What follows belongs to an exercise in optimizing a design on an open flow for a short achievable clock period and few clock cycles; a production flow would make more cautious choices.
Where RTL was checked, it was by simulation tests only, not by an equivalence proof against the original.
Power is estimated from default activity; no workload was simulated.

==> inputs of run E <==
==> flow/design.v <==
`timescale 1ns/1ps
`timescale 1ns/1ps
`timescale 1ns/1ps
`timescale 1ns/1ps
`timescale 1ns/1ps
`timescale 1ns/1ps
`timescale 1ns/1ps
module chip8_cpu (
  input  logic        clk_in,
  input  logic        arst_n_i,
  input  logic [7:0]  rd_data_i,
  output logic [11:0] rd_addr_o,
  output logic [11:0] wr_addr_o,
  output logic [7:0]  wr_data_o,
  output logic        wr_en_o,
  output logic        halt_o
);
  localparam int IW    = 6;               
  localparam int NE    = 1 << IW;
  localparam int TW    = 12 - IW;         
  localparam int AHEAD = 16;              
  logic [11:0]   npc_q;
  logic          cv_q  [NE];
  logic [TW-1:0] ct_q  [NE];
  logic [15:0]   ci_q  [NE];
  logic          cp_q  [NE];              
  logic          c_valid_q;
  logic [15:0]   c_ir_q;
  logic [11:0]   c_pc_q;
  logic          c_pred_q;
  logic [7:0]    v_q [16];
  logic [11:0]   i_q;
  logic [11:0]   stk_q [16];
  logic [3:0]    sp_q;
  logic [11:0]   ret_q;                   
  logic [11:0]   ret2_q;                  
  logic [11:0]   addr_q;                  
  logic          a_hi_q, a_lo_q;          
  logic [11:0]   a_pair_q;
  logic          d_hi_q, d_lo_q;          
  logic [11:0]   d_pair_q;
  logic [7:0]    hib_q;
  logic [11:0]   stream_q;                
  logic          halted_q;
  logic          halt_q;
  logic          wen_q;
  logic [11:0]   waddr_q;
  logic [7:0]    wdata_q;
  logic [3:0]    rem_q;
  logic          bcd_q;
  logic [7:0]    bval_q;
  logic [7:0]    sh_q [15];
  assign rd_addr_o = addr_q;
  assign wr_addr_o = waddr_q;
  assign wr_data_o = wdata_q;
  assign wr_en_o   = wen_q;
  assign halt_o    = halt_q;
  function automatic logic [IW-1:0] idx_of(input logic [11:0] a);
    idx_of = a[IW:1];
  endfunction
  function automatic logic [TW-1:0] tag_of(input logic [11:0] a);
    tag_of = {a[11:IW+1], a[0]};
  endfunction
  function automatic logic [3:0] bcd_hund(input logic [7:0] v);
    if (v >= 8'd200) bcd_hund = 4'd2;
    else if (v >= 8'd100) bcd_hund = 4'd1;
    else bcd_hund = 4'd0;
  endfunction
  function automatic logic [3:0] bcd_tens(input logic [7:0] v);
    logic [7:0] t;
    t = v / 8'd10;
    bcd_tens = 4'(t % 8'd10);
  endfunction
  function automatic logic [3:0] bcd_ones(input logic [7:0] v);
    bcd_ones = 4'(v % 8'd10);
  endfunction
  wire [3:0] c_op = c_ir_q[15:12];
  wire [3:0] c_x  = c_ir_q[11:8];
  wire [3:0] c_y  = c_ir_q[7:4];
  wire [3:0] c_n  = c_ir_q[3:0];
  wire [7:0] c_kk = c_ir_q[7:0];
  wire [7:0] c_vx = v_q[c_x];
  wire [7:0] c_vy = v_q[c_y];
  wire       c_go = c_valid_q && !halted_q;
  wire       c_is_call = (c_op == 4'h2);
  wire       c_is_ret  = (c_ir_q == 16'h00EE);
  wire       c_is_st   = (c_op == 4'hF) && (c_kk == 8'h33 || c_kk == 8'h55);
  wire       c_is_skip = (c_op == 4'h3) || (c_op == 4'h4) || (c_op == 4'h5) || (c_op == 4'h9);
  wire       c_eqk  = (c_vx == c_kk);
  wire       c_eqy  = (c_vx == c_vy);
  logic      c_take;
  always_comb begin
    case (c_op)
      4'h3:    c_take = c_eqk;
      4'h4:    c_take = !c_eqk;
      4'h5:    c_take = c_eqy;
      default: c_take = !c_eqy;
    endcase
  end
  wire        c_mis   = c_go && c_is_skip && (c_take != c_pred_q);
  wire [11:0] c_pc2   = c_pc_q + 12'd2;
  wire [11:0] c_pc4   = c_pc_q + 12'd4;
  wire [11:0] c_fix   = c_take ? c_pc4 : c_pc2;
  wire       c_stall  = c_go && c_is_st && (rem_q != 4'd0);
  wire       c_launch = c_go && c_is_st && (rem_q == 4'd0);
  logic        c_halt;
  logic        c_wr;
  logic        c_fw;
  logic        c_iw;
  logic [7:0]  c_res;
  logic        c_flag;
  logic [11:0] c_inext;
  wire [8:0] c_add  = {1'b0, c_vx} + {1'b0, (c_op == 4'h7) ? c_kk : c_vy};
  wire [8:0] c_subx = {1'b0, c_vx} - {1'b0, c_vy};
  wire [8:0] c_suby = {1'b0, c_vy} - {1'b0, c_vx};
  always_comb begin
    c_halt  = 1'b0;
    c_wr    = 1'b0;
    c_fw    = 1'b0;
    c_iw    = 1'b0;
    c_res   = c_kk;
    c_flag  = 1'b0;
    c_inext = c_ir_q[11:0];
    case (c_op)
      4'h0: c_halt = (c_ir_q[11:0] != 12'h0EE);
      4'h5, 4'h9: c_halt = (c_n != 4'h0);
      4'h6: c_wr = 1'b1;
      4'h7: begin
        c_wr  = 1'b1;
        c_res = c_add[7:0];
      end
      4'h8: begin
        c_wr = 1'b1;
        c_fw = 1'b1;
        case (c_n)
          4'h0: begin c_res = c_vy; c_fw = 1'b0; end
          4'h1: c_res = c_vx | c_vy;
          4'h2: c_res = c_vx & c_vy;
          4'h3: c_res = c_vx ^ c_vy;
          4'h4: begin c_res = c_add[7:0];  c_flag = c_add[8]; end
          4'h5: begin c_res = c_subx[7:0]; c_flag = !c_subx[8]; end
          4'h6: begin c_res = {1'b0, c_vx[7:1]}; c_flag = c_vx[0]; end
          4'h7: begin c_res = c_suby[7:0]; c_flag = !c_suby[8]; end
          4'hE: begin c_res = {c_vx[6:0], 1'b0}; c_flag = c_vx[7]; end
          default: begin c_wr = 1'b0; c_fw = 1'b0; c_halt = 1'b1; end
        endcase
      end
      4'hA: c_iw = 1'b1;
      4'hF: begin
        case (c_kk)
          8'h1E: begin c_iw = 1'b1; c_inext = i_q + {4'h0, c_vx}; end
          8'h33, 8'h55: ;
          default: c_halt = 1'b1;
        endcase
      end
      4'hB, 4'hC, 4'hD, 4'hE: c_halt = 1'b1;
      default: ;
    endcase
  end
  always_ff @(posedge clk_in or negedge arst_n_i) begin
    if (!arst_n_i) begin
      for (int k = 0; k < 16; k++) v_q[k] <= '0;
      i_q <= '0;
    end else if (c_go) begin
      for (int k = 0; k < 16; k++) begin
        if (c_fw && k == 15) v_q[k] <= {7'd0, c_flag};
        else if (c_wr && c_x == 4'(k)) v_q[k] <= c_res;
      end
      if (c_iw) i_q <= c_inext;
    end
  end
  always_ff @(posedge clk_in or negedge arst_n_i) begin
    if (!arst_n_i) sp_q <= '0;
    else if (c_go && c_is_call) sp_q <= sp_q + 4'd1;
    else if (c_go && c_is_ret) sp_q <= sp_q - 4'd1;
  end
  always_ff @(posedge clk_in) begin
    if (c_go && c_is_call) begin
      stk_q[sp_q] <= c_pc2;
      ret_q       <= c_pc2;
      ret2_q      <= ret_q;
    end else if (c_go && c_is_ret) begin
      ret_q  <= ret2_q;
      ret2_q <= stk_q[sp_q - 4'd3];
    end
  end
  wire [IW-1:0] f_idx = idx_of(npc_q);
  wire          f_hit = cv_q[f_idx] && (ct_q[f_idx] == tag_of(npc_q));
  wire [15:0]   f_ir  = ci_q[f_idx];
  wire          f_pt  = cp_q[f_idx];
  wire [3:0]    f_op  = f_ir[15:12];
  wire          f_skp = (f_op == 4'h3) || (f_op == 4'h4) || (f_op == 4'h5) || (f_op == 4'h9);
  wire [11:0]   f_pc2 = npc_q + 12'd2;
  wire [11:0]   f_pc4 = npc_q + 12'd4;
  wire [11:0] f_ret = (c_valid_q && c_is_call) ? c_pc2 :
                      (c_valid_q && c_is_ret)  ? ret2_q : ret_q;
  logic [11:0] f_next;
  always_comb begin
    case (f_op)
      4'h0:       f_next = f_ret;
      4'h1, 4'h2: f_next = f_ir[11:0];
      default:    f_next = (f_skp && f_pt) ? f_pc4 : f_pc2;
    endcase
  end
  wire f_issue = f_hit && !c_stall && !c_mis;
  always_ff @(posedge clk_in or negedge arst_n_i) begin
    if (!arst_n_i) begin
      npc_q     <= 12'h200;
      c_valid_q <= 1'b0;
    end else begin
      if (c_mis) npc_q <= c_fix;
      else if (f_issue) npc_q <= f_next;
      if (!c_stall) c_valid_q <= f_issue;
    end
  end
  always_ff @(posedge clk_in) begin
    if (f_issue) begin
      c_ir_q   <= f_ir;
      c_pc_q   <= npc_q;
      c_pred_q <= f_skp && f_pt;
    end
  end
  wire          e_wr    = d_lo_q;                   
  wire [15:0]   e_word  = {hib_q, rd_data_i};
  wire [IW-1:0] e_widx  = idx_of(d_pair_q);
  wire [IW-1:0] s_idx   = idx_of(stream_q);
  wire          s_have  = cv_q[s_idx] && (ct_q[s_idx] == tag_of(stream_q));
  wire [11:0]   s_pair  = s_have ? stream_q + 12'd2 : stream_q;
  wire [11:0]   s_dist  = s_pair - npc_q;
  wire          s_go    = (s_dist <= 12'(2 * AHEAD));
  wire          f_miss  = !f_hit;
  wire          on_it   = ((a_hi_q || a_lo_q) && a_pair_q == npc_q) || (e_wr && d_pair_q == npc_q);
  wire          redir   = f_miss && !on_it && !c_mis;
  always_ff @(posedge clk_in or negedge arst_n_i) begin
    if (!arst_n_i) begin
      addr_q   <= 12'h200;
      a_hi_q   <= 1'b1;
      a_lo_q   <= 1'b0;
      a_pair_q <= 12'h200;
      d_hi_q   <= 1'b0;
      d_lo_q   <= 1'b0;
      d_pair_q <= 12'h200;
      stream_q <= 12'h202;
    end else begin
      d_hi_q   <= a_hi_q;
      d_lo_q   <= a_lo_q;
      d_pair_q <= a_pair_q;
      if (redir) begin
        addr_q   <= npc_q;
        a_hi_q   <= 1'b1;
        a_lo_q   <= 1'b0;
        a_pair_q <= npc_q;
        stream_q <= npc_q + 12'd2;
      end else if (a_hi_q) begin
        addr_q   <= addr_q + 12'd1;
        a_hi_q   <= 1'b0;
        a_lo_q   <= 1'b1;
      end else if (s_go) begin
        addr_q   <= s_pair;
        a_hi_q   <= 1'b1;
        a_lo_q   <= 1'b0;
        a_pair_q <= s_pair;
        stream_q <= s_pair + 12'd2;
      end else begin
        a_hi_q   <= 1'b0;
        a_lo_q   <= 1'b0;
        stream_q <= s_pair;
      end
    end
  end
  always_ff @(posedge clk_in) begin
    if (d_hi_q) hib_q <= rd_data_i;
  end
  always_ff @(posedge clk_in or negedge arst_n_i) begin
    if (!arst_n_i) begin
      for (int k = 0; k < NE; k++) cv_q[k] <= 1'b0;
    end else if (e_wr) begin
      cv_q[e_widx] <= 1'b1;
    end
  end
  always_ff @(posedge clk_in) begin
    for (int k = 0; k < NE; k++) begin
      if (e_wr && e_widx == IW'(k)) begin
        ct_q[k] <= tag_of(d_pair_q);
        ci_q[k] <= e_word;
        cp_q[k] <= (hib_q[7:4] == 4'h4) || (hib_q[7:4] == 4'h9);
      end else if (c_mis && idx_of(c_pc_q) == IW'(k)) begin
        cp_q[k] <= c_take;
      end
    end
  end
  always_ff @(posedge clk_in or negedge arst_n_i) begin
    if (!arst_n_i) begin
      wen_q    <= 1'b0;
      rem_q    <= '0;
      halted_q <= 1'b0;
      halt_q   <= 1'b0;
    end else begin
      if (c_launch) begin
        wen_q <= 1'b1;
        rem_q <= c_kk[6] ? c_x : 4'd2;
      end else if (rem_q != 4'd0) begin
        wen_q <= 1'b1;
        rem_q <= rem_q - 4'd1;
      end else begin
        wen_q <= 1'b0;
      end
      if (c_go && c_halt) halted_q <= 1'b1;
      halt_q <= (halted_q || (c_go && c_halt)) && (rem_q <= 4'd1);
    end
  end
  always_ff @(posedge clk_in) begin
    if (c_launch) begin
      waddr_q <= i_q;
      bcd_q   <= !c_kk[6];
      bval_q  <= c_vx;
      if (c_kk[6]) begin
        wdata_q <= v_q[0];
        for (int k = 0; k < 15; k++) sh_q[k] <= v_q[k + 1];
      end else begin
        wdata_q <= {4'd0, bcd_hund(c_vx)};
      end
    end else if (rem_q != 4'd0) begin
      waddr_q <= waddr_q + 12'd1;
      if (bcd_q) wdata_q <= {4'd0, (rem_q == 4'd2) ? bcd_tens(bval_q) : bcd_ones(bval_q)};
      else wdata_q <= sh_q[0];
      for (int k = 0; k < 14; k++) sh_q[k] <= sh_q[k + 1];
    end
  end
endmodule
==> flow/run.sh <==
#!/bin/bash
# synth_recipe.tcl (not shown) runs the flow's synth.tcl, then flattens the netlist and writes it again
# the make line also repeats each setting of config.mk as NAME=value (left out here)
make -C /OpenROAD-flow-scripts/flow DESIGN_CONFIG=/design/flow/config.mk WORK_HOME=/design/flow/orfs CLKGATE_MAP_FILE= SYNTH_SCRIPT=/design/flow/synth_recipe.tcl finish
==> flow/config.mk <==
export PLATFORM = sky130hd
export DESIGN_NAME = chip8_cpu
export DESIGN_NICKNAME = chip8_cpu
export VERILOG_FILES = /design/flow/design.v
export SDC_FILE = /design/flow/constraint.sdc
export NUM_CORES = 4
export LEC_CHECK = 0
export ABC_CLOCK_PERIOD_IN_PS = 2500
export CAP_MARGIN = 20
export CORE_MARGIN = 2
export CORE_UTILIZATION = 40
export PLACE_DENSITY = 0.6
export SETUP_SLACK_MARGIN = 5
export SLEW_MARGIN = 20
export TNS_END_PERCENT = 100
==> flow/constraint.sdc <==
create_clock -name core_clock -period 9.5 [get_ports {clk_in}]
set_input_delay 1.9000 -clock core_clock [delete_from_list [all_inputs] [get_ports {clk_in}]]
set_output_delay 1.9000 -clock core_clock [all_outputs]
set_load 0.01 [all_outputs]
==> run B (differences from run E) <==
--- a/flow/design.v
+++ b/flow/design.v
@@ -18,16 +18,17 @@
   localparam int IW    = 6;               
   localparam int NE    = 1 << IW;
   localparam int TW    = 12 - IW;         
-  localparam int AHEAD = 16;              
+  localparam int AHEAD = 32;              
   logic [11:0]   npc_q;
   logic          cv_q  [NE];
   logic [TW-1:0] ct_q  [NE];
   logic [15:0]   ci_q  [NE];
-  logic          cp_q  [NE];              
+  logic [1:0]    cp_q  [NE];              
   logic          c_valid_q;
   logic [15:0]   c_ir_q;
   logic [11:0]   c_pc_q;
   logic          c_pred_q;
+  logic [1:0]    c_cnt_q;
   logic [7:0]    v_q [16];
   logic [11:0]   i_q;
   logic [11:0]   stk_q [16];
@@ -50,6 +51,12 @@
   logic          bcd_q;
   logic [7:0]    bval_q;
   logic [7:0]    sh_q [15];
+  logic          pv_q;                    
+  logic          pbcd_q;
+  logic [3:0]    pcnt_q;
+  logic [11:0]   pbase_q;
+  logic [7:0]    pbval_q;
+  logic [7:0]    psnap_q [16];
   assign rd_addr_o = addr_q;
   assign wr_addr_o = waddr_q;
   assign wr_data_o = wdata_q;
@@ -101,8 +108,12 @@
   wire [11:0] c_pc2   = c_pc_q + 12'd2;
   wire [11:0] c_pc4   = c_pc_q + 12'd4;
   wire [11:0] c_fix   = c_take ? c_pc4 : c_pc2;
-  wire       c_stall  = c_go && c_is_st && (rem_q != 4'd0);
-  wire       c_launch = c_go && c_is_st && (rem_q == 4'd0);
+  wire [1:0]  c_cnt_up = c_take ? ((c_cnt_q == 2'd3) ? 2'd3 : c_cnt_q + 2'd1)
+                                : ((c_cnt_q == 2'd0) ? 2'd0 : c_cnt_q - 2'd1);
+  wire       p_start  = pv_q && (rem_q == 4'd0);            
+  wire       c_stall  = c_go && c_is_st && pv_q && !p_start;
+  wire       c_launch = c_go && c_is_st && !pv_q && (rem_q == 4'd0);
+  wire       c_park   = c_go && c_is_st && ((pv_q && p_start) || (!pv_q && rem_q != 4'd0));
   logic        c_halt;
   logic        c_wr;
   logic        c_fw;
@@ -187,7 +198,8 @@
   wire [IW-1:0] f_idx = idx_of(npc_q);
   wire          f_hit = cv_q[f_idx] && (ct_q[f_idx] == tag_of(npc_q));
   wire [15:0]   f_ir  = ci_q[f_idx];
-  wire          f_pt  = cp_q[f_idx];
+  wire [1:0]    f_cnt = cp_q[f_idx];
+  wire          f_pt  = f_cnt[1];
   wire [3:0]    f_op  = f_ir[15:12];
   wire          f_skp = (f_op == 4'h3) || (f_op == 4'h4) || (f_op == 4'h5) || (f_op == 4'h9);
   wire [11:0]   f_pc2 = npc_q + 12'd2;
@@ -218,19 +230,17 @@
       c_ir_q   <= f_ir;
       c_pc_q   <= npc_q;
       c_pred_q <= f_skp && f_pt;
+      c_cnt_q  <= f_cnt;
     end
   end
   wire          e_wr    = d_lo_q;                   
   wire [15:0]   e_word  = {hib_q, rd_data_i};
   wire [IW-1:0] e_widx  = idx_of(d_pair_q);
-  wire [IW-1:0] s_idx   = idx_of(stream_q);
-  wire          s_have  = cv_q[s_idx] && (ct_q[s_idx] == tag_of(stream_q));
-  wire [11:0]   s_pair  = s_have ? stream_q + 12'd2 : stream_q;
-  wire [11:0]   s_dist  = s_pair - npc_q;
+  wire [11:0]   s_dist  = stream_q - npc_q;
   wire          s_go    = (s_dist <= 12'(2 * AHEAD));
   wire          f_miss  = !f_hit;
   wire          on_it   = ((a_hi_q || a_lo_q) && a_pair_q == npc_q) || (e_wr && d_pair_q == npc_q);
-  wire          redir   = f_miss && !on_it && !c_mis;
+  wire          redir   = f_miss && !on_it;
   always_ff @(posedge clk_in or negedge arst_n_i) begin
     if (!arst_n_i) begin
       addr_q   <= 12'h200;
@@ -256,21 +266,31 @@
         a_hi_q   <= 1'b0;
         a_lo_q   <= 1'b1;
       end else if (s_go) begin
-        addr_q   <= s_pair;
+        addr_q   <= stream_q;
         a_hi_q   <= 1'b1;
         a_lo_q   <= 1'b0;
-        a_pair_q <= s_pair;
-        stream_q <= s_pair + 12'd2;
+        a_pair_q <= stream_q;
+        stream_q <= stream_q + 12'd2;
       end else begin
         a_hi_q   <= 1'b0;
         a_lo_q   <= 1'b0;
-        stream_q <= s_pair;
       end
     end
   end
   always_ff @(posedge clk_in) begin
     if (d_hi_q) hib_q <= rd_data_i;
   end
+  logic          u_valid_q;
+  logic [IW-1:0] u_idx_q;
+  logic [1:0]    u_cnt_q;
+  always_ff @(posedge clk_in or negedge arst_n_i) begin
+    if (!arst_n_i) u_valid_q <= 1'b0;
+    else u_valid_q <= c_go && c_is_skip;
+  end
+  always_ff @(posedge clk_in) begin
+    u_idx_q <= idx_of(c_pc_q);
+    u_cnt_q <= c_cnt_up;
+  end
   always_ff @(posedge clk_in or negedge arst_n_i) begin
     if (!arst_n_i) begin
       for (int k = 0; k < NE; k++) cv_q[k] <= 1'b0;
@@ -283,9 +303,9 @@
       if (e_wr && e_widx == IW'(k)) begin
         ct_q[k] <= tag_of(d_pair_q);
         ci_q[k] <= e_word;
-        cp_q[k] <= (hib_q[7:4] == 4'h4) || (hib_q[7:4] == 4'h9);
-      end else if (c_mis && idx_of(c_pc_q) == IW'(k)) begin
-        cp_q[k] <= c_take;
+        cp_q[k] <= ((hib_q[7:4] == 4'h4) || (hib_q[7:4] == 4'h9)) ? 2'd2 : 2'd1;
+      end else if (u_valid_q && u_idx_q == IW'(k)) begin
+        cp_q[k] <= u_cnt_q;
       end
     end
   end
@@ -293,23 +313,36 @@
     if (!arst_n_i) begin
       wen_q    <= 1'b0;
       rem_q    <= '0;
+      pv_q     <= 1'b0;
       halted_q <= 1'b0;
       halt_q   <= 1'b0;
     end else begin
       if (c_launch) begin
         wen_q <= 1'b1;
         rem_q <= c_kk[6] ? c_x : 4'd2;
+      end else if (p_start) begin
+        wen_q <= 1'b1;
+        rem_q <= pcnt_q;
       end else if (rem_q != 4'd0) begin
         wen_q <= 1'b1;
         rem_q <= rem_q - 4'd1;
       end else begin
         wen_q <= 1'b0;
       end
+      if (c_park) pv_q <= 1'b1;
+      else if (p_start) pv_q <= 1'b0;
       if (c_go && c_halt) halted_q <= 1'b1;
-      halt_q <= (halted_q || (c_go && c_halt)) && (rem_q <= 4'd1);
+      halt_q <= (halted_q || (c_go && c_halt)) && (rem_q <= 4'd1) && !pv_q;
     end
   end
   always_ff @(posedge clk_in) begin
+    if (c_park) begin
+      pbcd_q  <= !c_kk[6];
+      pcnt_q  <= c_kk[6] ? c_x : 4'd2;
+      pbase_q <= i_q;
+      pbval_q <= c_vx;
+      for (int k = 0; k < 16; k++) psnap_q[k] <= v_q[k];
+    end
     if (c_launch) begin
       waddr_q <= i_q;
       bcd_q   <= !c_kk[6];
@@ -320,6 +353,16 @@
       end else begin
         wdata_q <= {4'd0, bcd_hund(c_vx)};
       end
+    end else if (p_start) begin
+      waddr_q <= pbase_q;
+      bcd_q   <= pbcd_q;
+      bval_q  <= pbval_q;
+      if (!pbcd_q) begin
+        wdata_q <= psnap_q[0];
+        for (int k = 0; k < 15; k++) sh_q[k] <= psnap_q[k + 1];
+      end else begin
+        wdata_q <= {4'd0, bcd_hund(pbval_q)};
+      end
     end else if (rem_q != 4'd0) begin
       waddr_q <= waddr_q + 12'd1;
       if (bcd_q) wdata_q <= {4'd0, (rem_q == 4'd2) ? bcd_tens(bval_q) : bcd_ones(bval_q)};
==> impl_metrics.yaml <==
run_status:
  status: "finished clean"
floorplan:
  initial_core_util_pct: 40.2
yosys:
  synthTopCellsByArea: "edfxtp_1, dfrtp_1, a22oi_1, nand2_1, mux2i_1"
  yosys_warnings: 8
  syn_area_mm2: 0.0999
  async_flop_share_pct: 11.8
power:
  fin_total_pwr_mw: 29.8
clock_tree:
  numCtsBuffers: 239
timing:
  relSlewSlack_pct: 18.9
flow_run:
  cap_violations: 0
global_route:
  grt_pass1_vias: 66700
layout:
  sh_seq_area_pct: 59.2
  design_area_mm2: 0.118
  multi_input_area_share_pct: 25.2
The numbers above come from run B.

==> impl_metrics.yaml <==
yosys:
  syn_area_mm2: 0.0959
  yosys_warnings: 7
  async_flop_share_pct: 13.0
run_status:
  status: "failed layout checks"
  so_faults: "capacitance limit, slew limit"
timing:
  slew_viol_final: 10
  relSlewSlack_pct: -0.926
layout:
  sh_seq_area_pct: 53.9
  design_area_mm2: 0.117
flow_run:
  cap_violations: 1
clock_tree:
  numCtsBuffers: 223
floorplan:
  initial_core_util_pct: 40.3
The numbers above come from run E.

Testbench counts of run B, summed over its fixed seeds: cycles 123,826.
For run E, only the layout was checked, not whether the RTL still works.

==> separate check: timing with driven ports <==
The results above use ideal ports. As a check the final layouts listed here were re-extracted and re-timed, cells and wires unchanged.
Step 1: set_driving_cell puts a clkbuf_16 on clk_in and a buf_2 on each other input, an assumption about the parent block.
Step 2 times the ports against the registers' clock, not the clock port: input delays grow and output delays shrink by t, the midpoint of the rising clock arrivals with the driver on.
a / b / c = ideal / step 1 / step 2; a / b = the first two.
run	t, ns	setup WS [ns]	worst slew at a driven data input, ns
run E	0.966	2.549 / 2.549 / 2.549	0.09
run B	0.982	4.904 / 4.904 / 4.904	0.10
